Source: an optimization exercise on an open RTL-to-GDS flow (aim: small area, a short achievable clock period and few clock cycles per item). Production flows keep margins and buffers that such runs may drop.
Where RTL was checked, it was by simulation tests only, not by an equivalence proof against the original.
Only the layout flow was run in runs 2 and 3; the RTL was not checked for function there.

==> flow/run.sh <==
#!/bin/bash
# The standard layout (standard.sh: ORFS synthesis through finish), with
# one change: the buffers that ORFS puts on every input and output port are
# made from the plain sky130_fd_sc_hd__buf_1 cell instead of the delay-buffer
# cell buffer_ports picks by default. Timing repair may still resize them.
# ORFS's own per-step logs are kept under orfs/logs; the make output goes to
# standard.log in this folder.
set -euo pipefail
export BUFFER_PORTS_ARGS="-buffer_cell sky130_fd_sc_hd__buf_1"
bash standard.sh > standard.log 2>&1
==> standard.sh <==
#!/bin/bash
# synth_recipe.tcl (not shown) runs the flow's synth.tcl, then flattens the netlist and writes it again
# the make line also repeats each setting of config.mk as NAME=value (left out here)
make -C /OpenROAD-flow-scripts/flow DESIGN_CONFIG=/design/flow/config.mk WORK_HOME=/design/flow/orfs CLKGATE_MAP_FILE= SYNTH_SCRIPT=/design/flow/synth_recipe.tcl "${@:-finish}"
==> config.mk <==
export PLATFORM = sky130hd
export DESIGN_NAME = frame_sync_period_tracker
export DESIGN_NICKNAME = frame_sync_period_tracker
export VERILOG_FILES = /design/flow/design.v
export SDC_FILE = /design/flow/constraint.sdc
export NUM_CORES = 4
export LEC_CHECK = 0
export ABC_AREA = 1
export CAP_MARGIN = 20
export CORE_MARGIN = 2
export CORE_UTILIZATION = 60
export CTS_CLUSTER_DIAMETER = 150
export CTS_CLUSTER_SIZE = 15
export SETUP_SLACK_MARGIN = 4.5
export SLEW_MARGIN = 20
==> constraint.sdc <==
create_clock -name core_clock -period 8.0 [get_ports {clk}]
set_input_delay 1.6000 -clock core_clock [delete_from_list [all_inputs] [get_ports {clk}]]
set_output_delay 1.6000 -clock core_clock [all_outputs]
set_load 0.01 [all_outputs]
==> design.v <==
package fspt_pkg;
	localparam int unsigned TICK_W  = 32;
	localparam int unsigned FRAME_W = 16;
	localparam int unsigned LOSS_W  = 8;
	localparam int unsigned LIMIT_W = TICK_W + LOSS_W;
	localparam logic [LOSS_W-1:0] LOSS_FRAMES_RESET = LOSS_W'(3);
	localparam logic REQ_CAPTURE = 1'b0;
	localparam logic REQ_POLL    = 1'b1;
	typedef struct packed {
		logic              req_type;
		logic [TICK_W-1:0] tick_value;
	} fspt_in_t;
	typedef struct packed {
		logic [FRAME_W-1:0] frame_count;
		logic [TICK_W-1:0]  last_capture;
		logic [TICK_W-1:0]  period_estimate;
		logic               in_sync;
		logic               sync_dropped;
	} fspt_out_t;
endpackage
module frame_sync_period_tracker (
	input  logic                                  clk,
	input  logic                                  arst_n,
	input  logic                                  cfg_we,
	input  logic [fspt_pkg::LOSS_W-1:0]           cfg_wdata,
	input  logic                                  in_valid,
	output logic                                  in_ready,
	input  fspt_pkg::fspt_in_t                    in_item,
	output logic                                  out_valid,
	input  logic                                  out_ready,
	output fspt_pkg::fspt_out_t                   out_item
);
	localparam int unsigned TW = fspt_pkg::TICK_W;
	logic                            h_valid;
	logic                            h_poll;
	logic [TW-1:0]                   h_tick;
	logic [TW-1:0]                   h_iv;       
	logic                            k_valid;
	logic                            k_poll;
	logic [TW-1:0]                   k_tick;
	logic                            out_valid_q;
	logic                            dropped_q;
	logic [fspt_pkg::LOSS_W-1:0]     loss_q;
	logic [fspt_pkg::FRAME_W-1:0]    frame_q;
	logic [TW-1:0]                   prev_q;
	logic [TW-1:0]                   period_q;
	logic                            locked_q;
	logic                            base_q;
	logic [TW:0]                     acc_q;      
	logic [2:0]                      idx_q;      
	logic                            lbit_q;     
	logic                            exact_q;
	logic                            accept;
	logic                            slot_free;
	logic                            wait_poll;
	logic                            advance;
	logic                            is_cap;
	logic                            is_poll;
	logic                            h_load;
	assign in_ready  = !k_valid;
	assign accept    = in_valid && !k_valid;
	assign slot_free = !out_valid_q || out_ready;
	assign is_cap    = h_valid && !h_poll && slot_free;
	assign is_poll   = h_valid && h_poll && slot_free && !wait_poll;
	assign advance   = is_cap || is_poll;
	assign h_load    = advance || !h_valid;
	assign out_valid = out_valid_q;
	assign out_item.frame_count     = frame_q;
	assign out_item.last_capture    = prev_q;
	assign out_item.period_estimate = period_q;
	assign out_item.in_sync         = locked_q;
	assign out_item.sync_dropped    = dropped_q;
	logic                            n_poll;
	logic [TW-1:0]                   n_tick;
	logic [TW-1:0]                   n_base;
	logic [TW-1:0]                   n_iv;
	logic                            n_co;
	assign n_poll = k_valid ? k_poll : in_item.req_type;
	assign n_tick = k_valid ? k_tick : in_item.tick_value;
	assign n_base = (h_valid && !h_poll) ? h_tick : prev_q;
	assign {n_co, n_iv} = {1'b0, n_tick} + {1'b0, ~n_base} + (TW+1)'(1);
	always_ff @(posedge clk or negedge arst_n) begin
		if (!arst_n) begin
			h_valid <= 1'b0;
			k_valid <= 1'b0;
		end else begin
			if (h_load)
				h_valid <= k_valid || accept;
			if (advance)
				k_valid <= 1'b0;
			else if (h_valid && accept)
				k_valid <= 1'b1;
		end
	end
	always_ff @(posedge clk) begin
		if (h_load) begin
			h_poll <= n_poll;
			h_tick <= n_tick;
			h_iv   <= n_iv;
		end
		if (!k_valid) begin
			k_poll <= in_item.req_type;
			k_tick <= in_item.tick_value;
		end
	end
	logic [TW-1:0]                   e_a, e_b, e_c, e_s, e_k;
	logic [TW-1:0]                   ema;
	logic                            ema_co;
	assign e_a = period_q;
	assign e_b = ~(period_q >> 2);
	assign e_c = h_iv >> 2;
	assign e_s = e_a ^ e_b ^ e_c;
	assign e_k = {((e_a & e_b) | (e_a & e_c) | (e_b & e_c)), 1'b0};
	fspt_add #(.W(TW)) u_ema (.a(e_s), .b(e_k), .cin(1'b1), .sum(ema), .cout(ema_co));
	logic [TW-1:0]                   ge_d;
	logic                            ge_co;
	logic                            ge;
	logic                            loss_zero;
	logic                            can_drop;
	logic                            drop_now;
	assign ge_d  = '0;
	fspt_geq #(.W(TW)) u_ge (.a(h_iv), .b(acc_q[TW-1:0]), .ge(ge_co));
	assign ge = !acc_q[TW] && ge_co;
	assign loss_zero = loss_q == '0;
	assign can_drop  = locked_q && (period_q != '0);
	assign drop_now  = can_drop && (loss_zero || (ge && exact_q));
	assign wait_poll = h_poll && can_drop && !loss_zero && ge && !exact_q;
	logic [TW-1:0]                   period_d;
	assign period_d = (is_cap && base_q) ? (locked_q ? ema : h_iv) : period_q;
	logic [2:0]                      top;
	logic [2:0]                      top_new;
	logic [2:0]                      top_rs;
	logic                            restart;
	logic [TW-1:0]                   pm;
	logic [TW:0]                     u_lo;
	logic                            u_co;
	logic                            ovf;
	always_comb begin
		top = 3'd0;
		for (int i = 1; i < 8; i++)
			if (loss_q[i]) top = 3'(i);
		top_new = 3'd0;
		for (int i = 1; i < 8; i++)
			if (cfg_wdata[i]) top_new = 3'(i);
	end
	assign restart = (is_cap && base_q) || cfg_we;
	assign top_rs  = cfg_we ? top_new : top;
	assign pm      = period_q & {TW{lbit_q}};
	fspt_add #(.W(TW+1)) u_horner (.a({acc_q[TW-1:0], 1'b0}), .b({1'b0, pm}), .cin(1'b0), .sum(u_lo), .cout(u_co));
	assign ovf     = acc_q[TW] || u_co || u_lo[TW];
	logic [2:0]                      idx_d;
	logic [fspt_pkg::LOSS_W-1:0]     loss_d;
	assign loss_d = cfg_we ? cfg_wdata : loss_q;
	assign idx_d  = restart ? (top_rs - 3'd1) : (!exact_q ? (idx_q - 3'd1) : idx_q);
	always_ff @(posedge clk or negedge arst_n) begin
		if (!arst_n) begin
			idx_q   <= 3'd0;
			lbit_q  <= 1'b0;
			exact_q <= 1'b0;
		end else begin
			idx_q  <= idx_d;
			lbit_q <= loss_d[idx_d];
			if (restart)
				exact_q <= top_rs == 3'd0;
			else if (!exact_q)
				exact_q <= idx_q == 3'd0;
		end
	end
	always_ff @(posedge clk) begin
		if (restart) begin
			acc_q <= {1'b0, period_d};
		end else if (!exact_q) begin
			acc_q <= {ovf, u_lo[TW-1:0]};
		end
	end
	always_ff @(posedge clk or negedge arst_n) begin
		if (!arst_n) begin
			out_valid_q <= 1'b0;
		end else if (advance) begin
			out_valid_q <= 1'b1;
		end else if (out_ready) begin
			out_valid_q <= 1'b0;
		end
	end
	always_ff @(posedge clk) begin
		if (advance) begin
			dropped_q <= h_poll && drop_now;
		end
	end
	always_ff @(posedge clk or negedge arst_n) begin
		if (!arst_n) begin
			loss_q   <= fspt_pkg::LOSS_FRAMES_RESET;
			frame_q  <= '0;
			prev_q   <= '0;
			period_q <= '0;
			locked_q <= 1'b0;
			base_q   <= 1'b0;
		end else begin
			if (cfg_we) begin
				loss_q <= cfg_wdata;
			end
			period_q <= period_d;
			if (is_cap) begin
				frame_q  <= frame_q + fspt_pkg::FRAME_W'(1);
				prev_q   <= h_tick;
				locked_q <= locked_q || base_q;
				base_q   <= 1'b1;
			end else if (is_poll && drop_now) begin
				locked_q <= 1'b0;
				base_q   <= 1'b0;
			end
		end
	end
endmodule
module fspt_add #(
	parameter int unsigned W = 32
) (
	input  logic [W-1:0] a,
	input  logic [W-1:0] b,
	input  logic         cin,
	output logic [W-1:0] sum,
	output logic         cout
);
	logic [W-1:0] p0, g0, g, p;
	assign p0 = a ^ b;
	assign g0 = a & b;
	always_comb begin
		g = g0;
		p = p0;
		g[0] = g0[0] | (p0[0] & cin);
		for (int l = 0; (1 << l) < W; l++) begin
			for (int j = 0; j < W; j++) begin
				if (((j >> l) & 1) != 0) begin
					g[j] = g[j] | (p[j] & g[((j >> l) << l) - 1]);
					p[j] = p[j] & p[((j >> l) << l) - 1];
				end
			end
		end
	end
	assign sum  = p0 ^ {g[W-2:0], cin};
	assign cout = g[W-1];
endmodule
module fspt_geq #(
	parameter int unsigned W = 32
) (
	input  logic [W-1:0] a,
	input  logic [W-1:0] b,
	output logic         ge
);
	logic [W-1:0] g, t;
	always_comb begin
		g = a & ~b;
		t = a | ~b;
		for (int l = 0; (1 << l) < W; l++) begin
			for (int j = W - 1; j >= 0; j--) begin
				if (((j + 1) % (2 << l)) == 0) begin
					g[j] = g[j] | (t[j] & g[j - (1 << l)]);
					t[j] = t[j] & t[j - (1 << l)];
				end
			end
		end
	end
	assign ge = g[W-1] | t[W-1];
endmodule
==> results of run 1 <==
-- worst paths after layout --
check | to | slack, ps | depth (start not counted)
setup / recovery | h_iv[20]$_DFFE_PP_ | 4640 | 13
hold / removal | k_poll$_DFF_P_ | 470 | 2
setup reg to reg | acc_q[9]$_DFFE_PP_ | 4670 | 14
hold reg to reg | k_poll$_DFF_P_ | 470 | 2
max in group asynchronous | period_q[4]$_DFF_PN0_ | 5580 | 2
min in group asynchronous | period_q[29]$_DFF_PN0_ | 1040 | 1
-- what timing repair did --
item / in CTS / in global routing
setup buffers: 9 / 11
pin swaps: 4 / 9
endpoints found under the setup margin: 76 / 46
cloned: 1 / 4
gates resized for setup: 24 / 34
hold buffers: 0 / 0
-- metal layers --
layer  vias to the layer above  part of all wire (%)  wire [um]  track usage, %
li1                       6866                     -          -               -
met1                      6296                    45      18100            40.2
met2                       364                    47      18700            48.5
met3                        61                   5.2       2070            2.85
met4                         0                   2.1        854            7.80
met5                         -                     0          0               0
-- state kept, by name (all words and copies together), names as in the netlist, 3 cells and up --
register and cells:
h_tick 32, prev_q 32, loss_q 8, acc_q 33, h_iv 32, frame_q 16, idx_q 3, k_tick 32
period_q 32
-- synth_stat cells, types with 2 or more instances --
library cell,number
nor2_1,118
dfxtp_1,34
o22ai_1,2
o21ai_2,2
a21oi_1,113
and2_1,4
xor2_1,38
buf_4,3
o211ai_1,3
nand3_1,110
or2_1,2
buf_2,2
o21ai_1,6
nand2_1,630
a31oi_1,12
xnor2_1,24
buf_1,8
nor4_1,7
dfstp_2,2
nand2_2,2
o21ai_0,153
ha_1,98
mux2i_1,2
nand3b_1,5
fa_1,40
dfrtp_1,96
o21bai_1,9
edfxtp_1,98
nand4_1,11
nor3_1,16
inv_1,330
a21o_1,8
clkbuf_1,35
a21boi_0,7
inv_2,6
or2_2,11
-- metrics by stage --
step | hold WS [ps] | utilization [%] | instance area, um^2 | setup WS, ps | std cells
floorplan | 418 | - | 15700 | 4430 | 2061
global placement | 432 | 63.6 | 16400 | 2510 | 2484
detailed placement | 446 | 63.6 | 16400 | 2400 | 2484
CTS | 465 | 66.3 | 17100 | 4490 | 2528
global route | 475 | 67.3 | 17400 | 4420 | 2544
finish | 469 | 67.3 | 17400 | 4640 | 2544
-- cell families after synthesis --
kind of cell / synth area share [%]
buffers and inverters: 9.30
AND/OR/NAND/NOR: 24.1
flip-flops: 38.9
adder cells (fa/ha/maj): 13.0
XOR/XNOR: 3.47
AO/OA/AOI/OAI: 11.2
multiplexers: 0.128
-- final cells by class --
| class | count | share of cell area, % |
|---|---|---|
| tap | 335 | 2.41 |
| multi-input combinational | 1452 | 47.8 |
| inverter | 336 | 7.39 |
| sequential | 230 | 35.1 |
| timing repair buffer | 157 | 4.16 |
| clock inverter | 2 | 0.115 |
| clock buffer | 32 | 3.02 |
-- critical path, cell delays in order --
cell	delay, ps
buf_1	80
o21ai_1	100
ha_2	240
fa_2	420
o31ai_2	260
nand3_1	130
nand2_1	130
nand2_1	80
nand3_2	130
nand2_1	70
nand2_1	110
a21boi_0	110
xnor2_1	150
==> flow_metrics.py, run 1 <==
metrics = {
    "status": {
        "status": "timing/DRC/antenna clean",
    },
    "synthesis": {
        "synth.net_count": 2245,
        "synth_area_leaders": "edfxtp_1 (19%), dfrtp_1 (15%), nand2_1 (15%), inv_1 (7.9%), ha_1 (7.8%)",
        "ys_warn_count": 4,
        "synth_top_area_cell": "edfxtp_1",
        "ys_ff_latch": 230,
        "synth_ff_type": "edfxtp_1",
        "syn_area_um2": 15600,
        "async_reset_ff_share_pct": 42.6,
        "syn_avg_cell_area_um2": 7.59,
        "synth_seq_area_share_pct": 38.9,
        "synth.distinct_cells": 50,
        "syn-instance-count": 2061,
        "yosysTopAreaCellShare_pct": 18.8,
        "synth_enable_flop_cells": 98,
    },
    "layout": {
        "multiInputGateArea_um2": 8310,
        "n_antenna_cell": 0,
        "regArea_um2": 6090,
        "fillerInstances": 2290,
        "syn2layout_area_growth_pct": 11.1,
        "drive_above_1_share_pct": 5.52,
        "final_common_cell": "nand2_1",
        "mostFrequentLayoutCells": "nand2_1 (625), inv_1 (328), o21ai_0 (147)",
        "fin_nets": 2380,
    },
    "worst_setup_path": {
        "critPathLaunch": "in_item[0]",
        "worstPathArrival_ps": 3620,
        "cp.required_ps": 8260,
        "crit_type": "input pin to flip-flop",
        "crit_fanout": 4,
        "end_kind": "flip-flop",
        "start_kind": "input pin",
        "regToRegStartpoint": "period_q[5]$_DFF_PN0_",
    },
    "timing": {
        "min_period_over_period_pct": 42.1,
        "fmax_mhz": 297,
        "finalSetupViolations": 0,
        "finalCriticalPeriod_ps": 3360,
        "maxSlewViolCount": 0,
        "skew_ps": 38.0,
        "rsz0062_at_grt": "true",
        "tightestPinTransition_ps": 980,
        "setup_tns_ps": 0,
        "final_hold_viol_count": 0,
        "max_slew_margin_pct": 34.7,
    },
    "clock_network": {
        "ctsHtreeMaxLevel": 1,
        "clkLatencyLatePin_ps": 520,
        "cts.root.buffer_cell": "clkbuf_16",
        "cts_tree": "built",
        "cts.sinks": 230,
        "cts_buffers": 19,
        "clk_pin_slew_ps": 80,
        "cts_buffer_depth": 3,
    },
    "route": {
        "drt-vias-per-instance": 5.34,
        "wl_per_cell_um": 15.6,
        "drc": 0,
        "firstDrtPassIters": 5,
        "drt_iter0_drc": 883,
        "routed_wl_um": 39700,
        "vias": 13587,
        "drtAntennaViolNets": 0,
    },
    "hold_path": {
        "hp-class": "flip-flop to flip-flop",
        "min_from": "k_poll$_DFF_P_",
    },
    "place": {
        "place_congestion": 0.950,
        "port_buffers": 129,
        "dpl.hpwl_um": 29100,
    },
    "global_route": {
        "grt_max_degree": 72,
        "first_global_vias": 12734,
        "grt_first_pass_wirelength_um": 63000,
        "antenna_found_initial": 0,
        "grt_usage_pct": 28.8,
        "overflow": 0,
    },
    "floorplan": {
        "die-area_um2": 27400,
        "chipHeight_um": 165,
        "fp.dieW_um": 165,
        "pin_count": 130,
        "rows": 59,
        "core_area_um2": 25800,
        "start_util_pct": 60.5,
    },
    "run": {
        "cap_violations": 0,
    },
}
Testbench counts, summed over its fixed seeds: cycles 24,139, items 24,000.
==> inputs of run 2 (changes only) <==
--- a/design.v
+++ b/design.v
@@ -78,7 +78,7 @@
 	assign n_poll = k_valid ? k_poll : in_item.req_type;
 	assign n_tick = k_valid ? k_tick : in_item.tick_value;
 	assign n_base = (h_valid && !h_poll) ? h_tick : prev_q;
-	assign {n_co, n_iv} = {1'b0, n_tick} + {1'b0, ~n_base} + (TW+1)'(1);
+	fspt_add #(.W(TW)) u_interval (.a(n_tick), .b(~n_base), .cin(1'b1), .sum(n_iv), .cout(n_co));
 	always_ff @(posedge clk or negedge arst_n) begin
 		if (!arst_n) begin
 			h_valid <= 1'b0;
@@ -230,9 +230,17 @@
 		g[0] = g0[0] | (p0[0] & cin);
 		for (int l = 0; (1 << l) < W; l++) begin
 			for (int j = 0; j < W; j++) begin
-				if (((j >> l) & 1) != 0) begin
-					g[j] = g[j] | (p[j] & g[((j >> l) << l) - 1]);
-					p[j] = p[j] & p[((j >> l) << l) - 1];
+				if (((j + 1) % (2 << l)) == 0) begin
+					g[j] = g[j] | (p[j] & g[j - (1 << l)]);
+					p[j] = p[j] & p[j - (1 << l)];
+				end
+			end
+		end
+		for (int l = 5; l >= 0; l--) begin
+			for (int j = 0; j < W; j++) begin
+				if ((1 << l) < W && ((j + 1) % (2 << l)) == (1 << l) && j >= (2 << l) - 1 + 1 - 1 && j > (1 << l)) begin
+					g[j] = g[j] | (p[j] & g[j - (1 << l)]);
+					p[j] = p[j] & p[j - (1 << l)];
 				end
 			end
 		end
==> flow_metrics.py, run 2 <==
metrics = {
    "status": {
        "status": "timing/DRC/antenna clean",
    },
    "synthesis": {
        "async_reset_ff_share_pct": 42.6,
        "ys_ff_latch": 230,
        "synth_enable_flop_cells": 98,
        "synthAdderAreaFrac_pct": 18.4,
        "yosysMostFrequentCell": "nand2_1",
        "synth_top_area_cell": "edfxtp_1",
        "synth.net_count": 1936,
        "syn_area_um2": 14800,
        "ys_warn_count": 4,
        "synth_ff_type": "edfxtp_1",
        "synth_seq_area_share_pct": 41.0,
        "synth_mux_area_share_pct": 0,
        "synth_xor_area_share_pct": 3.43,
        "yosysTopAreaCellShare_pct": 19.9,
        "synth-compound-area-share_pct": 10.3,
        "syn-instance-count": 1718,
        "synth_area_leaders": "edfxtp_1 (20%), dfrtp_1 (16%), nand2_1 (11%), fa_1 (10%), ha_1 (8.0%)",
        "synth_top_family_by_area": "adder cells",
        "syn_avg_cell_area_um2": 8.62,
        "synth-simple-area-share_pct": 17.8,
        "synth.distinct_cells": 49,
        "synthTopCellsByCount": "nand2_1 (438), inv_1 (301), o21ai_0 (189)",
    },
    "floorplan": {
        "die-area_um2": 26000,
        "start_util_pct": 61.1,
        "core_area_um2": 24200,
        "rows": 57,
        "pin_count": 130,
        "fp.dieW_um": 161,
        "chipHeight_um": 161,
    },
    "worst_setup_path": {
        "r2r_cells": 21,
        "cp.required_ps": 8260,
        "crit_fanout": 3,
        "worst_path_max_delay_cell": "fa_2",
        "crit_type": "input pin to flip-flop",
        "worstPathArrival_ps": 4040,
        "max_stage_delay_ps": 370,
        "start_kind": "input pin",
        "cp.buffers_inverters": 3,
        "path_delay_family": "adder cells",
        "end_kind": "flip-flop",
        "cp_num_cells": 19,
        "crit_chain": "buf_6, o21ai_4, ha_2, inv_2, fa_2, a31oi_4, or2_4, nand2_4, nand2_4, nand2_4, nand2_2, nand2_2, nand3_2, nand2_2, a21boi_2, fa_2, xnor2_2, xor2_1, inv_1",
    },
    "timing": {
        "finalSetupViolations": 0,
        "maxSlewViolCount": 0,
        "tightestPinTransition_ps": 1120,
        "finalCriticalPeriod_ps": 3790,
        "skew_ps": 30.8,
        "max_slew_margin_pct": 25.0,
        "final_hold_viol_count": 0,
        "rsz0062_at_grt": "true",
        "min_period_over_period_pct": 47.4,
        "setup_tns_ps": 0,
        "fmax_mhz": 264,
    },
    "place": {
        "place_congestion": 0.852,
        "port_buffers": 129,
        "dpl.hpwl_um": 25900,
    },
    "route": {
        "vias": 12182,
        "drc": 0,
        "drt_iter0_drc": 842,
        "maxUsedRoutingLayer": "met4",
        "dr_wl_met2_um": 19200,
        "firstDrtPassIters": 5,
        "wl_met3_um": 2360,
        "drt-vias-per-instance": 5.39,
        "routed_wl_um": 39100,
        "wl_per_cell_um": 17.3,
        "drtAntennaViolNets": 0,
        "wl_met1_um": 16900,
    },
    "layout": {
        "largest_reg_flops": 33,
        "final_common_cell": "nand2_1",
        "syn2layout_area_growth_pct": 18.8,
        "drive_above_1_share_pct": 17.3,
        "mostFrequentLayoutCells": "nand2_1 (417), inv_1 (276), buf_1 (126)",
        "fin_nets": 2140,
        "largest-register": "acc_q",
        "n_antenna_cell": 0,
    },
    "clock_network": {
        "cts_buffer_depth": 3,
        "clk_pin_slew_ps": 70,
        "cts.root.buffer_cell": "clkbuf_16",
        "cts_buffers": 19,
        "clkLatencyLatePin_ps": 510,
        "ctsHtreeMaxLevel": 1,
        "cts_hold_buf": 0,
        "cts_tree": "built",
        "cts.sinks": 230,
    },
    "global_route": {
        "grt_first_pass_wirelength_um": 61300,
        "overflow": 0,
        "antenna_found_initial": 0,
        "grt_max_degree": 57,
        "first_global_vias": 11973,
        "grt_usage_pct": 29.8,
    },
    "hold_path": {
        "hold_depth": 1,
        "hp-class": "flip-flop to flip-flop",
    },
    "run": {
        "cap_violations": 0,
    },
}
## run 2: changes by cell type after synthesis, sizes merged, moves of 9 or more
| cell | previous run | this run |
|---|---|---|
| nor2 | 120 | 66 |
| o21ai | 162 | 193 |
| nor3 | 16 | 6 |
| a21oi | 113 | 53 |
| nand2 | 633 | 441 |
| fa | 40 | 77 |
| xnor2 | 24 | 35 |
| nand3 | 110 | 40 |
| nand4 | 11 | 20 |
| or2 | 14 | 39 |
| xor2 | 38 | 23 |
| inv | 336 | 306 |
## run 2: what timing repair did
item / in CTS / in global routing
resized for setup: 150 / 89
pin swaps: 58 / 65
setup endpoints to repair: 183 / 151
gates cloned: 4 / 3
buffers inserted: 52 / 34
## run 2: layer usage
layer  global-route usage [%]  up-vias
met5                        0        -
met4                     6.49        0
met3                     3.54       57
met2                     50.9      385
met1                     41.3     5851
li1                         -     5889
## run 2: final timing paths
kind | from | to | slack [ps]
max in group asynchronous | arst_n | period_q[6]$_DFF_PN0_ | 5510
setup reg to reg | period_q[4]$_DFF_PN0_ | acc_q[30]$_DFFE_PP_ | 4290
hold / removal | frame_q[15]$_DFFE_PN0P_ | frame_q[15]$_DFFE_PN0P_ | 470
min in group asynchronous | arst_n | out_valid_q$_DFFE_PN0P_ | 1160
hold reg to reg | frame_q[15]$_DFFE_PN0P_ | frame_q[15]$_DFFE_PN0P_ | 470
setup / recovery | in_item[0] | h_iv[31]$_DFFE_PP_ | 4210
## run 2: worst reg2reg max path, delay by kind of cell (launching register included)
family                   cells  cell delay, ps
buffers and inverters        2             210
flip-flops                   1             440
adder cells (fa/ha/maj)      3            1310
AND/OR/NAND/NOR             11             890
AO/OA/AOI/OAI                5             650
## run 2: through the flow
stage / std cells / worst slack, ps / hold slack (ps) / area [um^2] / util, %
after global placement: 2132 / 2580 / 443 / 15700 / 64.8
after floorplan: 1718 / 4030 / 418 / 14900 / -
final: 2259 / 4210 / 469 / 17600 / 72.6
after CTS: 2222 / 4210 / 463 / 17000 / 70.3
after detailed placement: 2132 / 2520 / 446 / 15700 / 64.8
after global routing: 2259 / 4080 / 482 / 17600 / 72.6
## run 2: logic make-up after synthesis
kind of cell	count (synthesis)
flops	230
fa+ha+maj	172
xor+xnor	58
simple gates	619
compound gates	286
buf+inv	353
## run 2: area by class of cell
class	instances	area, um^2
sequential	230	6090
multi-input combinational	1140	8050
tap	324	405
timing repair buffer	224	1310
timing repair inverter	1	7.51
inverter	306	1190
clock inverter	2	20.0
clock buffer	32	524
fill	1915	6650
==> inputs of run 3 (changes only) <==
--- a/config.mk
+++ b/config.mk
@@ -11,5 +11,5 @@
 export CORE_UTILIZATION = 60
 export CTS_CLUSTER_DIAMETER = 150
 export CTS_CLUSTER_SIZE = 15
-export SETUP_SLACK_MARGIN = 4.5
+export SETUP_SLACK_MARGIN = 4.6
 export SLEW_MARGIN = 20
==> flow_metrics.py, run 3 <==
metrics = {
    "status": {
        "status": "timing/DRC/antenna clean",
    },
    "worst_setup_path": {
        "r2r_end": "h_iv[31]$_DFFE_PP_",
        "worstPathArrival_ps": 4220,
        "end_kind": "flip-flop",
        "crit_fanout": 4,
        "path_delay_family": "simple AND/OR/NAND/NOR gates",
        "r2r_cells": 18,
        "cp.required_ps": 8250,
        "crit_chain": "buf_1, nand2_1, nand2_1, ha_1, a21o_1, nand3_1, nand2_1, a21oi_1, nand2_4, nand2_2, nand2_2, nand3_2, nand2_2, a21boi_2, fa_2, xnor2_2, xor2_1, inv_1",
        "regToRegStartpoint": "h_valid$_DFFE_PN0P_",
        "max_stage_delay_ps": 400,
        "crit_type": "input pin to flip-flop",
        "cp.buffers_inverters": 2,
        "worst_path_max_delay_cell": "ha_1",
        "ff2ff_setup_slack_ps": 4120,
        "start_kind": "input pin",
    },
    "global_route": {
        "grtUsageMet2_pct": 50.9,
        "grt_first_pass_wirelength_um": 60900,
        "grt_usage_pct": 29.6,
        "overflow": 0,
        "grt_max_degree": 67,
        "met1_usage_pct": 41.8,
        "use_met3_pct": 3.06,
        "first_global_vias": 11833,
        "grt_busiest_layer": "met2",
        "antenna_found_initial": 0,
    },
    "layout": {
        "largest-register": "acc_q",
        "syn2layout_area_growth_pct": 18.7,
        "final_common_cell": "nand2_1",
        "fin_cells": 2243,
        "regArea_um2": 6090,
        "drive_above_1_share_pct": 17.2,
        "n_antenna_cell": 0,
        "fin_nets": 2125,
        "finalCoreUtilization_pct": 72.5,
        "largest_reg_flops": 33,
        "mostFrequentLayoutCells": "nand2_1 (416), inv_1 (269), buf_1 (126)",
        "fillerInstances": 1901,
        "multiInputGateArea_um2": 8140,
    },
    "timing": {
        "final_hold_viol_count": 0,
        "tightestPinTransition_ps": 1130,
        "max_slew_margin_pct": 24.8,
        "maxSlewViolCount": 0,
        "setup_tns_ps": 0,
        "finalSetupViolations": 0,
        "min_period_over_period_pct": 49.7,
        "setup_slack_ps": 4030,
        "finalCriticalPeriod_ps": 3970,
        "rsz0062_at_grt": "true",
        "skew_ps": 25.2,
        "fmax_mhz": 252,
    },
    "route": {
        "drt_iter0_drc": 1062,
        "drtAntennaViolNets": 0,
        "wl_per_cell_um": 17.3,
        "routed_wl_um": 38700,
        "drc": 0,
        "vias": 12141,
        "drt-vias-per-instance": 5.41,
        "firstDrtPassIters": 5,
    },
    "synthesis": {
        "synth.distinct_cells": 49,
        "syn_area_um2": 14800,
        "syn_avg_cell_area_um2": 8.62,
        "syn-instance-count": 1718,
        "yosysTopAreaCellShare_pct": 19.9,
        "synth_seq_area_share_pct": 41.0,
        "async_reset_ff_share_pct": 42.6,
        "ys_warn_count": 4,
        "synthTopCellsByCount": "nand2_1 (438), inv_1 (301), o21ai_0 (189)",
        "synth_enable_flop_cells": 98,
        "yosysMostFrequentCell": "nand2_1",
        "synth.net_count": 1936,
        "synth_top_area_cell": "edfxtp_1",
        "synth_area_leaders": "edfxtp_1 (20%), dfrtp_1 (16%), nand2_1 (11%), fa_1 (10%), ha_1 (8.0%)",
        "ys_ff_latch": 230,
        "synth_ff_type": "edfxtp_1",
    },
    "place": {
        "dpl_worst_slack_ps": 2210,
        "placed_cells": 2131,
        "dpl.hpwl_um": 25700,
        "port_buffers": 129,
        "place_congestion": 0.847,
    },
    "floorplan": {
        "core_area_um2": 24200,
        "pin_count": 130,
        "chipHeight_um": 161,
        "rows": 57,
        "die-area_um2": 26000,
        "fp.dieW_um": 161,
        "start_util_pct": 61.1,
    },
    "clock_network": {
        "cts_hold_buf": 0,
        "cts.root.buffer_cell": "clkbuf_16",
        "ctsHtreeMaxLevel": 1,
        "cts.sinks": 230,
        "clk_pin_slew_ps": 70,
        "cts_buffers": 19,
        "cts_tree": "built",
        "clkLatencyLatePin_ps": 500,
        "cts_buffer_depth": 3,
    },
    "hold_path": {
        "hold_end": "k_poll$_DFF_P_",
        "hold_depth": 2,
        "hp-class": "flip-flop to flip-flop",
        "min_from": "k_poll$_DFF_P_",
    },
    "run": {
        "cap_violations": 0,
    },
}
==> run 3: cell counts after synthesis <==
No cell type changed its count.
==> run 3: tightest hold or removal path: cells and delay by family (launching register included) <==
kind | cells | cell delay, ps
DFF | 1 | 310
and+or+nand+nor | 2 | 120
==> run 3: how the worst max path moves through the flow <==
stage / from / endpoint / cells past startpoint
floorplan: in_item[0] / h_iv[31]$_DFFE_PP_ / 18
global placement: out_ready / acc_q[21]$_DFFE_PP_ / 10
detailed placement: out_ready / acc_q[21]$_DFFE_PP_ / 10
CTS: in_item[0] / h_iv[31]$_DFFE_PP_ / 19
global route: in_item[9] / h_iv[31]$_DFFE_PP_ / 18
finish: in_item[9] / h_iv[31]$_DFFE_PP_ / 18
==> run 3: final cells by class <==
| cell class | count | share of cell area [%] |
|---|---|---|
| well taps | 324 | 2.31 |
| clock inverters | 1 | 0.0640 |
| flip-flops and latches | 230 | 34.6 |
| multi-input cells | 1141 | 46.3 |
| clock buffers | 32 | 2.98 |
| inverters | 306 | 6.87 |
| repair buffers | 207 | 6.76 |
| repair inverters | 2 | 0.0996 |
==> run 3: layer usage <==
layer  wire length [um]  vias to the layer above
met4                612                        0
met5                  0                        -
met2              18800                      457
met3               2520                       46
li1                   -                     5850
met1              16700                     5788
==> run 3: logic make-up after synthesis <==
group           share of synthesized area [%]
compound gates                           10.3
xor+xnor                                 3.43
fa+ha+maj                                18.4
buf+inv                                  9.03
flops                                    41.0
simple gates                             17.8
==> run 3: stage by stage <==
step	hold slack [ps]	cell area (um^2)
finish	460	17600
global route	487	17600
CTS	461	17000
detailed placement	442	15700
global placement	440	15700
floorplan	418	14900
==> run 3: timing repair <==
item | CTS | global route
pin swaps | 57 | 60
gates cloned | 6 | 3
setup buffers | 39 | 31
resized for setup | 149 | 106
endpoints found under the setup margin | 196 | 136
==> inputs of run 4 (changes only) <==
--- a/design.v
+++ b/design.v
@@ -78,7 +78,7 @@
 	assign n_poll = k_valid ? k_poll : in_item.req_type;
 	assign n_tick = k_valid ? k_tick : in_item.tick_value;
 	assign n_base = (h_valid && !h_poll) ? h_tick : prev_q;
-	fspt_add #(.W(TW)) u_interval (.a(n_tick), .b(~n_base), .cin(1'b1), .sum(n_iv), .cout(n_co));
+	assign {n_co, n_iv} = {1'b0, n_tick} + {1'b0, ~n_base} + (TW+1)'(1);
 	always_ff @(posedge clk or negedge arst_n) begin
 		if (!arst_n) begin
 			h_valid <= 1'b0;
@@ -146,7 +146,7 @@
 	assign restart = (is_cap && base_q) || cfg_we;
 	assign top_rs  = cfg_we ? top_new : top;
 	assign pm      = period_q & {TW{lbit_q}};
-	fspt_add #(.W(TW+1)) u_horner (.a({acc_q[TW-1:0], 1'b0}), .b({1'b0, pm}), .cin(1'b0), .sum(u_lo), .cout(u_co));
+	fspt_add_bk #(.W(TW+1)) u_horner (.a({acc_q[TW-1:0], 1'b0}), .b({1'b0, pm}), .cin(1'b0), .sum(u_lo), .cout(u_co));
 	assign ovf     = acc_q[TW] || u_co || u_lo[TW];
 	logic [2:0]                      idx_d;
 	logic [fspt_pkg::LOSS_W-1:0]     loss_d;
@@ -213,6 +213,34 @@
 	end
 endmodule
 module fspt_add #(
+	parameter int unsigned W = 32
+) (
+	input  logic [W-1:0] a,
+	input  logic [W-1:0] b,
+	input  logic         cin,
+	output logic [W-1:0] sum,
+	output logic         cout
+);
+	logic [W-1:0] p0, g0, g, p;
+	assign p0 = a ^ b;
+	assign g0 = a & b;
+	always_comb begin
+		g = g0;
+		p = p0;
+		g[0] = g0[0] | (p0[0] & cin);
+		for (int l = 0; (1 << l) < W; l++) begin
+			for (int j = 0; j < W; j++) begin
+				if (((j >> l) & 1) != 0) begin
+					g[j] = g[j] | (p[j] & g[((j >> l) << l) - 1]);
+					p[j] = p[j] & p[((j >> l) << l) - 1];
+				end
+			end
+		end
+	end
+	assign sum  = p0 ^ {g[W-2:0], cin};
+	assign cout = g[W-1];
+endmodule
+module fspt_add_bk #(
 	parameter int unsigned W = 32
 ) (
 	input  logic [W-1:0] a,
--- a/flow/run.sh
+++ b/flow/run.sh
@@ -7,4 +7,5 @@
 # standard.log in this folder.
 set -euo pipefail
 export BUFFER_PORTS_ARGS="-buffer_cell sky130_fd_sc_hd__buf_1"
+export ADDER_MAP_FILE=
 bash standard.sh > standard.log 2>&1
--- a/config.mk
+++ b/config.mk
@@ -11,5 +11,5 @@
 export CORE_UTILIZATION = 60
 export CTS_CLUSTER_DIAMETER = 150
 export CTS_CLUSTER_SIZE = 15
-export SETUP_SLACK_MARGIN = 4.6
+export SETUP_SLACK_MARGIN = 4.5
 export SLEW_MARGIN = 20
==> flow_metrics.py, run 4 <==
metrics = {
    "hold_path": {
        "hp-class": "flip-flop to flip-flop",
        "min_from": "k_poll$_DFF_P_",
    },
    "worst_setup_path": {
        "crit_type": "input pin to flip-flop",
        "worstPathArrival_ps": 3810,
        "worst_path_max_delay_cell": "mux2_2",
        "crit_chain": "buf_1, nor2_4, nor2_8, inv_8, nor2_4, inv_2, nand2_8, clkinvlp_4, o21ai_4, mux2_2, a21oi_1, o21ai_1",
        "crit_fanout": 44,
        "cp_common_cell": "nor2_4",
        "critPathLaunch": "out_ready",
        "end_kind": "flip-flop",
        "regToRegStartpoint": "period_q[15]$_DFF_PN0_",
        "max_stage_delay_ps": 360,
        "start_kind": "input pin",
        "cp.required_ps": 8380,
    },
    "route": {
        "drc": 0,
        "wl_met3_um": 2880,
        "dr_wl_met2_um": 19400,
        "wl_met1_um": 19400,
        "firstDrtPassIters": 6,
        "drt_iter0_drc": 976,
        "drt-vias-per-instance": 5.46,
        "vias": 15475,
        "drtAntennaViolNets": 0,
        "maxUsedRoutingLayer": "met4",
        "routed_wl_um": 42400,
        "wl_per_cell_um": 15.0,
    },
    "global_route": {
        "grt_usage_pct": 30.2,
        "first_global_vias": 14330,
        "grt_first_pass_wirelength_um": 69800,
        "overflow": 0,
        "antenna_found_initial": 0,
        "grt_max_degree": 52,
    },
    "clock_network": {
        "clk_pin_slew_ps": 70,
        "cts.sinks": 230,
        "cts.root.buffer_cell": "clkbuf_16",
        "cts_hold_buf": 0,
        "ctsHtreeMaxLevel": 1,
        "cts_buffer_depth": 3,
        "cts_tree": "built",
        "cts_buffers": 19,
        "clkLatencyLatePin_ps": 510,
    },
    "synthesis": {
        "synth_area_leaders": "nand2_1 (21%), edfxtp_1 (19%), dfrtp_1 (15%), inv_1 (7.0%), nand3_1 (5.6%)",
        "synth_ff_type": "edfxtp_1",
        "synth.net_count": 2412,
        "syn_area_um2": 15800,
        "yosysTopAreaCellShare_pct": 20.8,
        "synth.distinct_cells": 57,
        "async_reset_ff_share_pct": 42.6,
        "synth_seq_area_share_pct": 38.4,
        "synthTopCellsByCount": "nand2_1 (879), inv_1 (295), nand3_1 (176)",
        "ys_ff_latch": 230,
        "yosysMostFrequentCell": "nand2_1",
        "ys_warn_count": 4,
        "syn_avg_cell_area_um2": 6.69,
        "syn-instance-count": 2366,
        "synth_enable_flop_cells": 98,
        "synth_top_area_cell": "nand2_1",
    },
    "layout": {
        "syn2layout_area_growth_pct": 9.27,
        "drive_above_1_share_pct": 4.72,
        "largest_reg_flops": 33,
        "largest-register": "acc_q",
        "mostFrequentLayoutCells": "nand2_1 (877), inv_1 (294), nand3_1 (176)",
        "fin_nets": 2534,
        "final_common_cell": "nand2_1",
        "n_antenna_cell": 0,
    },
    "timing": {
        "maxSlewViolCount": 0,
        "rsz0062_at_grt": "true",
        "tightestPinTransition_ps": 772,
        "setup_tns_ps": 0,
        "fmax_mhz": 291,
        "min_period_over_period_pct": 42.9,
        "finalSetupViolations": 0,
        "skew_ps": 18.3,
        "final_hold_viol_count": 0,
        "max_slew_margin_pct": 48.5,
        "finalCriticalPeriod_ps": 3430,
    },
    "floorplan": {
        "pin_count": 130,
        "die-area_um2": 27700,
        "fp.dieW_um": 166,
        "chipHeight_um": 166,
        "start_util_pct": 60.9,
        "rows": 59,
        "core_area_um2": 26000,
    },
    "place": {
        "port_buffers": 129,
        "place_congestion": 0.877,
        "dpl.hpwl_um": 31600,
    },
    "run": {
        "cap_violations": 0,
    },
    "status": {
        "status": "timing/DRC/antenna clean",
    },
}
run 4: cell count changes after synthesis, moves of 14 or more:
| cell | delta |
|---|---|
| a21oi_1 | +58 |
| xor2_1 | +19 |
| fa_1 | -77 |
| o21ai_0 | -28 |
| nand2_1 | +441 |
| ha_1 | -95 |
| o21ai_1 | +18 |
| or2_2 | -19 |
| clkbuf_1 | -15 |
| or2_1 | +14 |
| nor2_1 | +99 |
| nand3_1 | +136 |
run 4: what timing repair did:
item	in CTS	in global routing
pin swaps	1	3
endpoints found under the setup margin	117	112
gates cloned	0	1
gates resized for setup	7	18
buffers inserted	1	10
run 4: critical path, delay by kind of cell:
family,cells,cell delay (ps)
simple gates,4,690
mux,1,360
buf+inv,4,660
compound gates,3,460
run 4: cell families after synthesis:
logic type	share of synthesized area [%]
AND/OR/NAND/NOR	34.9
AO/OA/AOI/OAI	12.6
buffers and inverters	8.92
flip-flops	38.4
XOR/XNOR	4.36
multiplexers	0.830
run 4: final cells by class:
type,count,area (um^2)
Multi-Input combinational cell,1778,8430
Fill cell,2348,8690
Clock inverter,1,11.3
Timing Repair Buffer,148,643
Inverter,311,1180
Clock buffer,32,524
Sequential cell,230,6080
Tap cell,335,419
run 4: routing by layer:
layer / global-route usage (%) / vias up
li1: - / 7826
met1: 43.0 / 7067
met2: 50.0 / 524
met3: 3.72 / 58
met4: 6.63 / 0
met5: 0 / -
run 4: final timing paths:
| path | end | slack [ps] | cells past startpoint |
|---|---|---|---|
| min | k_poll$_DFF_P_ | 470 | 2 |
| min reg2reg | k_poll$_DFF_P_ | 470 | 2 |
| min in group asynchronous | prev_q[3]$_DFFE_PN0P_ | 1160 | 1 |
| max | lbit_q$_DFF_PN0_ | 4570 | 12 |
| max reg2reg | h_iv[8]$_DFFE_PP_ | 4580 | 10 |
| max in group asynchronous | idx_q[2]$_DFF_PN0_ | 5590 | 2 |
run 4: metrics by stage:
stage	cell area, um^2	cells	setup slack, ps	util [%]	hold WS, ps
after floorplan	15800	2366	4600	-	418
after global placement	16600	2790	2860	63.7	435
after detailed placement	16600	2790	2810	63.7	452
after CTS	17100	2824	4410	66.0	471
after global routing	17300	2835	4400	66.5	502
final	17300	2835	4570	66.5	469
Testbench counts of run 4, summed over its fixed seeds: cycles 24,139, items 24,000.
==> inputs of run 5 (changes only) <==
--- a/flow/run.sh
+++ b/flow/run.sh
@@ -7,5 +7,4 @@
 # standard.log in this folder.
 set -euo pipefail
 export BUFFER_PORTS_ARGS="-buffer_cell sky130_fd_sc_hd__buf_1"
-export ADDER_MAP_FILE=
 bash standard.sh > standard.log 2>&1
--- a/config.mk
+++ b/config.mk
@@ -11,5 +11,5 @@
 export CORE_UTILIZATION = 60
 export CTS_CLUSTER_DIAMETER = 150
 export CTS_CLUSTER_SIZE = 15
-export SETUP_SLACK_MARGIN = 4.5
+export SETUP_SLACK_MARGIN = 4.55
 export SLEW_MARGIN = 20
==> flow_metrics.py, run 5 <==
metrics = {
    "worst_setup_path": {
        "end_kind": "flip-flop",
        "start_kind": "input pin",
        "cp.required_ps": 8240,
        "crit_type": "input pin to flip-flop",
        "worstPathArrival_ps": 3600,
        "crit_fanout": 4,
    },
    "clock_network": {
        "clk_pin_slew_ps": 70,
        "cts.root.buffer_cell": "clkbuf_16",
        "cts_buffers": 19,
        "ctsHtreeMaxLevel": 1,
        "cts_tree": "built",
        "cts_buffer_depth": 3,
        "cts.sinks": 230,
        "clkLatencyLatePin_ps": 510,
    },
    "route": {
        "routed_wl_um": 38100,
        "firstDrtPassIters": 5,
        "wl_per_cell_um": 15.8,
        "drtAntennaViolNets": 0,
        "drc": 0,
        "drt-vias-per-instance": 5.31,
        "vias": 12807,
        "drt_iter0_drc": 866,
    },
    "status": {
        "status": "timing/DRC/antenna clean",
    },
    "floorplan": {
        "core_area_um2": 25300,
        "chipHeight_um": 165,
        "die-area_um2": 27100,
        "pin_count": 130,
        "start_util_pct": 61.2,
        "fp.dieW_um": 165,
        "rows": 58,
    },
    "synthesis": {
        "ys_ff_latch": 230,
        "yosysMostFrequentCell": "nand2_1",
        "syn_avg_cell_area_um2": 7.94,
        "synth_seq_area_share_pct": 39.3,
        "synth_top_area_cell": "edfxtp_1",
        "synth.distinct_cells": 57,
        "syn_area_um2": 15500,
        "synthTopCellsByCount": "nand2_1 (575), inv_1 (315), o21ai_0 (155)",
        "yosysTopAreaCellShare_pct": 19.0,
        "ys_warn_count": 4,
        "async_reset_ff_share_pct": 42.6,
        "syn-instance-count": 1946,
        "synth_ff_type": "edfxtp_1",
        "synth.net_count": 2141,
        "synth_enable_flop_cells": 98,
        "synth_area_leaders": "edfxtp_1 (19%), dfrtp_1 (16%), nand2_1 (14%), ha_1 (7.9%), inv_1 (7.6%)",
    },
    "layout": {
        "largest_reg_flops": 33,
        "fin_nets": 2266,
        "mostFrequentLayoutCells": "nand2_1 (569), inv_1 (314), o21ai_0 (147)",
        "final_common_cell": "nand2_1",
        "drive_above_1_share_pct": 5.86,
        "largest-register": "acc_q",
        "finalCoreUtilization_pct": 67.7,
        "syn2layout_area_growth_pct": 10.5,
        "n_antenna_cell": 0,
    },
    "place": {
        "dpl.hpwl_um": 28200,
        "port_buffers": 129,
        "place_congestion": 0.977,
    },
    "timing": {
        "finalCriticalPeriod_ps": 3360,
        "min_period_over_period_pct": 42.0,
        "final_hold_viol_count": 0,
        "rsz0062_at_grt": "true",
        "skew_ps": 25.3,
        "setup_tns_ps": 0,
        "finalSetupViolations": 0,
        "tightestPinTransition_ps": 929,
        "fmax_mhz": 298,
        "maxSlewViolCount": 0,
        "max_slew_margin_pct": 38.1,
    },
    "global_route": {
        "first_global_vias": 12489,
        "grt_first_pass_wirelength_um": 60900,
        "grt_usage_pct": 28.3,
        "grt_max_degree": 73,
        "antenna_found_initial": 0,
        "overflow": 0,
    },
    "hold_path": {
        "hp-class": "flip-flop to flip-flop",
    },
    "run": {
        "cap_violations": 0,
    },
}
-- run 5: changes by cell type in the layout (fill, tap and decap cells not counted), moves of 20 or more --
| cell | change |
|---|---|
| fa_1 | +50 |
| ha_1 | +98 |
| inv_1 | +20 |
| nand2_1 | -308 |
| nand3_1 | -106 |
| nor2_1 | -75 |
-- run 5: kinds of logic after synthesis --
kind of cell | share of synthesized area [%]
compound gates | 11.8
simple gates | 21.3
flops | 39.3
xor+xnor | 3.74
buf+inv | 9.11
fa+ha+maj | 14.5
mux | 0.154
-- run 5: cell type report --
| cell class | count | area (um^2) |
|---|---|---|
| clock buffer | 31 | 520 |
| clock inverter | 2 | 20.0 |
| fill | 2137 | 8170 |
| inverter | 323 | 1230 |
| multi-input combinational | 1351 | 8150 |
| sequential | 230 | 6090 |
| tap | 330 | 413 |
| timing repair buffer | 146 | 661 |
-- run 5: worst max-delay path, stage by stage --
cell,delay (ps)
buf_1,70
o21ai_0,120
ha_1,270
fa_2,410
o31ai_2,250
nand3_1,100
nand2_1,150
nand2_1,90
nand3_2,110
nand2_1,60
nand2_1,130
a21oi_1,100
xnor2_1,140
-- run 5: worst paths after layout --
path / startpoint / end / slack (ps) / cells after the start
max in group asynchronous: arst_n / period_q[2]$_DFF_PN0_ / 5610 / 2
worst max-delay path: in_item[0] / h_iv[20]$_DFFE_PP_ / 4640 / 13
worst min-delay path: h_tick[1]$_DFFE_PP_ / prev_q[1]$_DFFE_PN0P_ / 480 / 2
worst min register to register: h_tick[1]$_DFFE_PP_ / prev_q[1]$_DFFE_PN0P_ / 480 / 2
min in group asynchronous: arst_n / period_q[29]$_DFF_PN0_ / 1110 / 1
worst max register to register: period_q[7]$_DFF_PN0_ / acc_q[17]$_DFFE_PP_ / 4650 / 16
-- run 5: stage by stage --
stage / setup WS, ps / area (um^2) / cells / hold slack, ps
after floorplan: 4520 / 15500 / 1946 / 418
after global placement: 3170 / 16200 / 2365 / 461
after detailed placement: 3130 / 16200 / 2365 / 467
after CTS: 4550 / 16900 / 2408 / 487
after global routing: 4470 / 17100 / 2413 / 506
final: 4640 / 17100 / 2413 / 484
-- run 5: routing by layer --
layer  GRT usage [%]  vias up  part of all wire (%)
met5               0        -                     0
met2            48.4      346                    47
met3            2.89       62                   5.2
met1            38.9     5912                    45
li1                -     6487                     -
met4            7.47        0                   2.3
-- run 5: what timing repair did --
| item | CTS | global route |
|---|---|---|
| setup buffers | 8 | 3 |
| setup endpoints to repair | 75 | 31 |
| pin swaps | 5 | 7 |
| cloned | 2 | 2 |
| hold buffers | 0 | 0 |
| gates resized for setup | 22 | 37 |
==> inputs of run 6 (changes only) <==
--- a/config.mk
+++ b/config.mk
@@ -11,5 +11,5 @@
 export CORE_UTILIZATION = 60
 export CTS_CLUSTER_DIAMETER = 150
 export CTS_CLUSTER_SIZE = 15
-export SETUP_SLACK_MARGIN = 4.55
+export SETUP_SLACK_MARGIN = 4.45
 export SLEW_MARGIN = 20
==> flow_metrics.py, run 6 <==
metrics = {
    "route": {
        "drt-vias-per-instance": 5.34,
        "vias": 12901,
        "routed_wl_um": 37600,
        "firstDrtPassIters": 7,
        "drtAntennaViolNets": 0,
        "drc": 0,
        "wl_per_cell_um": 15.6,
        "drt_iter0_drc": 817,
    },
    "layout": {
        "drive_above_1_share_pct": 5.56,
        "finalCoreUtilization_pct": 67.5,
        "final_common_cell": "nand2_1",
        "n_antenna_cell": 0,
        "syn2layout_area_growth_pct": 10.3,
        "mostFrequentLayoutCells": "nand2_1 (572), inv_1 (314), o21ai_0 (148)",
        "largest_reg_flops": 33,
        "final_area_um2": 17100,
        "largest-register": "acc_q",
        "fin_nets": 2267,
    },
    "worst_setup_path": {
        "worst_path_max_delay_cell": "fa_1",
        "cp.required_ps": 8340,
        "worstPathArrival_ps": 3800,
        "cp.buffers_inverters": 1,
        "crit_chain": "buf_1, o21ai_0, ha_1, fa_1, o31ai_4, nand3_1, nand2_1, nand2_1, nand3_1, nand3_1, o211ai_1, xor2_1",
        "path_delay_family": "adder cells",
        "max_stage_delay_ps": 500,
        "crit_fanout": 4,
        "crit_type": "input pin to flip-flop",
        "end_kind": "flip-flop",
        "start_kind": "input pin",
        "cp_common_cell": "nand3_1",
    },
    "timing": {
        "setup_tns_ps": 0,
        "finalSetupViolations": 0,
        "final_hold_viol_count": 0,
        "tightestPinTransition_ps": 962,
        "finalCriticalPeriod_ps": 3460,
        "min_period_over_period_pct": 43.3,
        "maxSlewViolCount": 0,
        "skew_ps": 29.6,
        "rsz0062_at_grt": "true",
        "max_slew_margin_pct": 35.8,
        "fmax_mhz": 289,
    },
    "synthesis": {
        "ys_ff_latch": 230,
        "syn-instance-count": 1946,
        "yosysMostFrequentCell": "nand2_1",
        "synth_ff_type": "edfxtp_1",
        "syn_avg_cell_area_um2": 7.94,
        "synthTopCellsByCount": "nand2_1 (575), inv_1 (315), o21ai_0 (155)",
        "syn_area_um2": 15500,
        "yosysTopAreaCellShare_pct": 19.0,
        "async_reset_ff_share_pct": 42.6,
        "ys_warn_count": 4,
        "synth_area_leaders": "edfxtp_1 (19%), dfrtp_1 (16%), nand2_1 (14%), ha_1 (7.9%), inv_1 (7.6%)",
        "synth_seq_area_share_pct": 39.3,
        "synth.distinct_cells": 57,
        "synth.net_count": 2141,
        "synth_top_area_cell": "edfxtp_1",
        "synth_enable_flop_cells": 98,
    },
    "global_route": {
        "overflow": 0,
        "antenna_found_initial": 0,
        "grt_usage_pct": 28.0,
        "grt_max_degree": 73,
        "first_global_vias": 12417,
        "grt_first_pass_wirelength_um": 60700,
    },
    "clock_network": {
        "clk_pin_slew_ps": 80,
        "cts.root.buffer_cell": "clkbuf_16",
        "cts_tree": "built",
        "clkLatencyLatePin_ps": 510,
        "cts_buffers": 19,
        "cts_buffer_depth": 3,
        "cts.sinks": 230,
        "ctsHtreeMaxLevel": 1,
    },
    "place": {
        "place_congestion": 0.940,
        "port_buffers": 129,
        "dpl_cell_area_um2": 16200,
        "dpl.hpwl_um": 27800,
    },
    "floorplan": {
        "core_area_um2": 25300,
        "fp.dieW_um": 165,
        "chipHeight_um": 165,
        "start_util_pct": 61.2,
        "die-area_um2": 27100,
        "pin_count": 130,
        "rows": 58,
    },
    "run": {
        "cap_violations": 0,
    },
    "hold_path": {
        "hp-class": "flip-flop to flip-flop",
    },
    "status": {
        "status": "timing/DRC/antenna clean",
    },
}
[run 6: final timing paths]
kind / from / to / slack [ps] / depth (start not counted)
worst max-delay path: in_item[0] / h_iv[24]$_DFFE_PP_ / 4540 / 12
min in group asynchronous: arst_n / prev_q[5]$_DFFE_PN0P_ / 1180 / 1
worst max register to register: h_poll$_DFFE_PP_ / h_iv[28]$_DFFE_PP_ / 4590 / 9
worst min-delay path: h_tick[31]$_DFFE_PP_ / prev_q[31]$_DFFE_PN0P_ / 470 / 2
max in group asynchronous: arst_n / frame_q[5]$_DFFE_PN0P_ / 5670 / 2
worst min register to register: h_tick[31]$_DFFE_PP_ / prev_q[31]$_DFFE_PN0P_ / 470 / 2
[run 6: per-layer routing]
metal	wire length, um	GRT usage [%]	vias up
met4	983	7.43	0
met3	1950	2.79	66
li1	-	-	6492
met1	16900	39.1	6002
met2	17800	47.2	341
met5	0	0	-
[run 6: what timing repair did]
item                                    CTS  global route
pin swaps                                 4             3
cloned                                    1             2
hold buffers                              0             0
setup buffers                             8             4
endpoints found under the setup margin   62            48
gates resized for setup                  19            33
[run 6: area by class of cell]
type,count,area (um^2)
sequential,230,6090
clock buffer,32,524
clock inverter,2,20.0
multi-input combinational,1350,8110
inverter,323,1230
fill,2188,8200
timing repair buffer,148,671
tap,330,413
[run 6: kinds of logic (layout without fill, tap and decap cells)]
| family | count (synthesis) | after routing | synth area share (%) |
|---|---|---|---|
| simple gates | 797 | 800 | 21.3 |
| buf+inv | 369 | 505 | 9.11 |
| compound gates | 333 | 333 | 11.8 |
| flops | 230 | 230 | 39.3 |
| fa+ha+maj | 149 | 149 | 14.5 |
| xor+xnor | 66 | 66 | 3.74 |
| mux | 2 | 2 | 0.154 |
[run 6: through the flow]
step / std cells / setup WS [ps] / hold WS, ps
floorplan: 1946 / 4460 / 418
global route: 2415 / 4390 / 498
finish: 2415 / 4540 / 474
detailed placement: 2366 / 3130 / 461
CTS: 2409 / 4450 / 479
global placement: 2366 / 3220 / 466
[run 6: worst min-delay path, stage by stage, from the launching register on]
cell      delay (ps)
edfxtp_1         340
nand2_1           60
nand2_1           50
==> inputs of run 7 (changes only) <==
--- a/config.mk
+++ b/config.mk
@@ -10,6 +10,6 @@
 export CORE_MARGIN = 2
 export CORE_UTILIZATION = 60
 export CTS_CLUSTER_DIAMETER = 150
-export CTS_CLUSTER_SIZE = 15
-export SETUP_SLACK_MARGIN = 4.45
+export CTS_CLUSTER_SIZE = 12
+export SETUP_SLACK_MARGIN = 4.5
 export SLEW_MARGIN = 20
==> flow_metrics.py, run 7 <==
metrics = {
    "layout": {
        "largest_reg_flops": 33,
        "final_common_cell": "nand2_1",
        "final_area_um2": 17300,
        "finalCoreUtilization_pct": 68.4,
        "drive_above_1_share_pct": 6.43,
        "mostFrequentLayoutCells": "nand2_1 (570), inv_1 (312), o21ai_0 (149)",
        "largest-register": "acc_q",
        "syn2layout_area_growth_pct": 11.8,
        "fin_nets": 2278,
        "n_antenna_cell": 0,
    },
    "timing": {
        "fmax_mhz": 296,
        "maxSlewViolCount": 0,
        "rsz0062_at_grt": "true",
        "max_slew_margin_pct": 34.2,
        "tightestPinTransition_ps": 988,
        "skew_ps": 33.2,
        "setup_slack_ps": 4620,
        "setup_tns_ps": 0,
        "finalCriticalPeriod_ps": 3380,
        "final_hold_viol_count": 0,
        "min_period_over_period_pct": 42.2,
        "finalSetupViolations": 0,
    },
    "floorplan": {
        "pin_count": 130,
        "chipHeight_um": 165,
        "core_area_um2": 25300,
        "die-area_um2": 27100,
        "rows": 58,
        "fp.dieW_um": 165,
        "start_util_pct": 61.2,
    },
    "clock_network": {
        "cts.root.buffer_cell": "clkbuf_16",
        "ctsHtreeMaxLevel": 1,
        "clk_pin_slew_ps": 60,
        "cts.sinks": 230,
        "clkLatencyLatePin_ps": 530,
        "cts_buffer_depth": 3,
        "cts_tree": "built",
        "cts_buffers": 23,
    },
    "worst_setup_path": {
        "cp_common_cell": "nand2_1",
        "crit_type": "input pin to flip-flop",
        "worstPathArrival_ps": 3640,
        "end_kind": "flip-flop",
        "crit_fanout": 5,
        "max_stage_delay_ps": 390,
        "start_kind": "input pin",
        "path_delay_family": "compound AO/OA/AOI/OAI gates",
        "worst_path_max_delay_cell": "ha_1",
        "crit_chain": "buf_1, nand2_1, nand2_1, ha_1, nand2_1, inv_1, a21oi_1, nand3_2, a21oi_2, inv_1, nand2_1, nand2_1, a21oi_1, xnor2_1",
        "cp.required_ps": 8260,
        "cp.buffers_inverters": 3,
    },
    "place": {
        "dpl.hpwl_um": 28500,
        "place_congestion": 0.930,
        "dpl_cell_area_um2": 16200,
        "dpl_worst_slack_ps": 3120,
        "port_buffers": 129,
    },
    "route": {
        "drc": 0,
        "drtAntennaViolNets": 0,
        "wl_per_cell_um": 16.0,
        "firstDrtPassIters": 5,
        "vias": 13016,
        "routed_wl_um": 38800,
        "drt-vias-per-instance": 5.36,
        "drt_iter0_drc": 843,
    },
    "synthesis": {
        "synth_seq_area_share_pct": 39.3,
        "async_reset_ff_share_pct": 42.6,
        "ys_warn_count": 4,
        "yosysTopAreaCellShare_pct": 19.0,
        "syn_avg_cell_area_um2": 7.94,
        "synth_top_area_cell": "edfxtp_1",
        "synth_enable_flop_cells": 98,
        "yosysMostFrequentCell": "nand2_1",
        "ys_ff_latch": 230,
        "synth_area_leaders": "edfxtp_1 (19%), dfrtp_1 (16%), nand2_1 (14%), ha_1 (7.9%), inv_1 (7.6%)",
        "synth.distinct_cells": 57,
        "synth_ff_type": "edfxtp_1",
        "syn_area_um2": 15500,
        "synth.net_count": 2141,
        "syn-instance-count": 1946,
        "synthTopCellsByCount": "nand2_1 (575), inv_1 (315), o21ai_0 (155)",
    },
    "status": {
        "status": "timing/DRC/antenna clean",
    },
    "global_route": {
        "overflow": 0,
        "antenna_found_initial": 0,
        "grt_max_degree": 73,
        "grt_usage_pct": 29.0,
        "first_global_vias": 12638,
        "grt_first_pass_wirelength_um": 62700,
    },
    "run": {
        "cap_violations": 0,
    },
    "hold_path": {
        "hp-class": "flip-flop to flip-flop",
    },
}
-- run 7: cell counts after synthesis --
Identical to the previous run, type by type.
-- run 7: what timing repair did --
action / CTS / global route
gates cloned: 2 / 2
pin swaps: 5 / 5
buffers inserted: 7 / 12
hold buffers: 0 / 0
endpoints found under the setup margin: 72 / 67
resized for setup: 20 / 43
-- run 7: metrics by stage --
| step | instances | hold WS (ps) |
|---|---|---|
| finish | 2430 | 485 |
| global route | 2430 | 497 |
| CTS | 2416 | 485 |
| detailed placement | 2365 | 468 |
| global placement | 2365 | 463 |
| floorplan | 1946 | 418 |
-- run 7: cell families (layout without fill, tap and decap cells) --
logic type               after synthesis  count (layout)  synth area share [%]
AND/OR/NAND/NOR                      797             801                  21.3
buffers and inverters                369             519                  9.11
AO/OA/AOI/OAI                        333             333                  11.8
flip-flops                           230             230                  39.3
adder cells (fa/ha/maj)              149             149                  14.5
XOR/XNOR                              66              66                  3.74
multiplexers                           2               2                 0.154
-- run 7: final cells by class --
cell class              instances  area, um^2
clock buffers                  40         639
clock inverters                 2        20.0
fillers                      2199        7980
inverters                     323        1230
multi-input cells            1351        8150
flip-flops and latches        230        6090
well taps                     330         413
repair buffers                154         739
-- run 7: worst register-to-register path, delay by kind of cell, from the launching register on --
family	cells	cell delay, ps
AO/OA/AOI/OAI	4	650
adder cells (fa/ha/maj)	3	1280
buffers and inverters	2	230
AND/OR/NAND/NOR	5	410
flip-flops	1	500
-- run 7: layer usage --
layer	vias to the layer above	GRT usage [%]	wire (um)
met4	0	6.32	650
met5	-	0	0
li1	6529	-	-
met1	6093	39.7	17200
met3	45	2.96	1940
met2	349	50.4	19000
-- run 7: final timing paths --
kind                                        from                     end  slack, ps  cells after the start
max                                   in_item[9]      h_iv[22]$_DFFE_PP_       4620                     14
min                         h_tick[31]$_DFFE_PP_  prev_q[31]$_DFFE_PN0P_        480                      2
max reg2reg                period_q[4]$_DFF_PN0_      acc_q[8]$_DFFE_PP_       4660                     14
min reg2reg                 h_tick[31]$_DFFE_PP_  prev_q[31]$_DFFE_PN0P_        480                      2
max in group asynchronous                 arst_n      idx_q[2]$_DFF_PN0_       5640                      2
min in group asynchronous                 arst_n   prev_q[7]$_DFFE_PN0P_       1180                      1

## static timing again, ports no longer ideal
No port has a modelled driver above. Below, the same layouts with a new extraction and two added sets of constraints.
Step 1: set_driving_cell puts a clkbuf_16 on clk and a buf_2 on each other input, an assumption about the parent block.
Step 2 moves the port delays by t, midway between the first and last clock arrival at a register: inputs arrive t later, outputs are due t later. That takes back most of the time a late clock gives input paths.
Three values: ideal, step 1, step 2; two values: the first two.
| run | shift t [ns] | setup slack, ns | worst setup path at the end | latest minus earliest clock arrival (ns) | pins driven straight from the clock port |
|---|---|---|---|---|---|
| run 1 | 0.546 | 4.636 / 4.662 / 4.116 | input to register | 0.038 / 0.038 | 1 |
| run 2 | 0.542 | 4.212 / 4.231 / 3.689 | input to register | 0.031 / 0.031 | 1 |
| run 3 | 0.534 | 4.025 / 4.055 / 3.521 | input to register | 0.025 / 0.025 | 1 |
| run 4 | 0.550 | 4.569 / 4.580 / 4.048 | input to register | 0.018 / 0.019 | 1 |
| run 5 | 0.542 | 4.643 / 4.647 / 4.111 | input to register | 0.025 / 0.025 | 1 |
| run 6 | 0.543 | 4.540 / 4.537 / 3.994 | input to register | 0.030 / 0.030 | 1 |
| run 7 | 0.564 | 4.622 / 4.640 / 4.076 | input to register | 0.033 / 0.033 | 1 |
After both steps setup and hold are still met in every run listed.
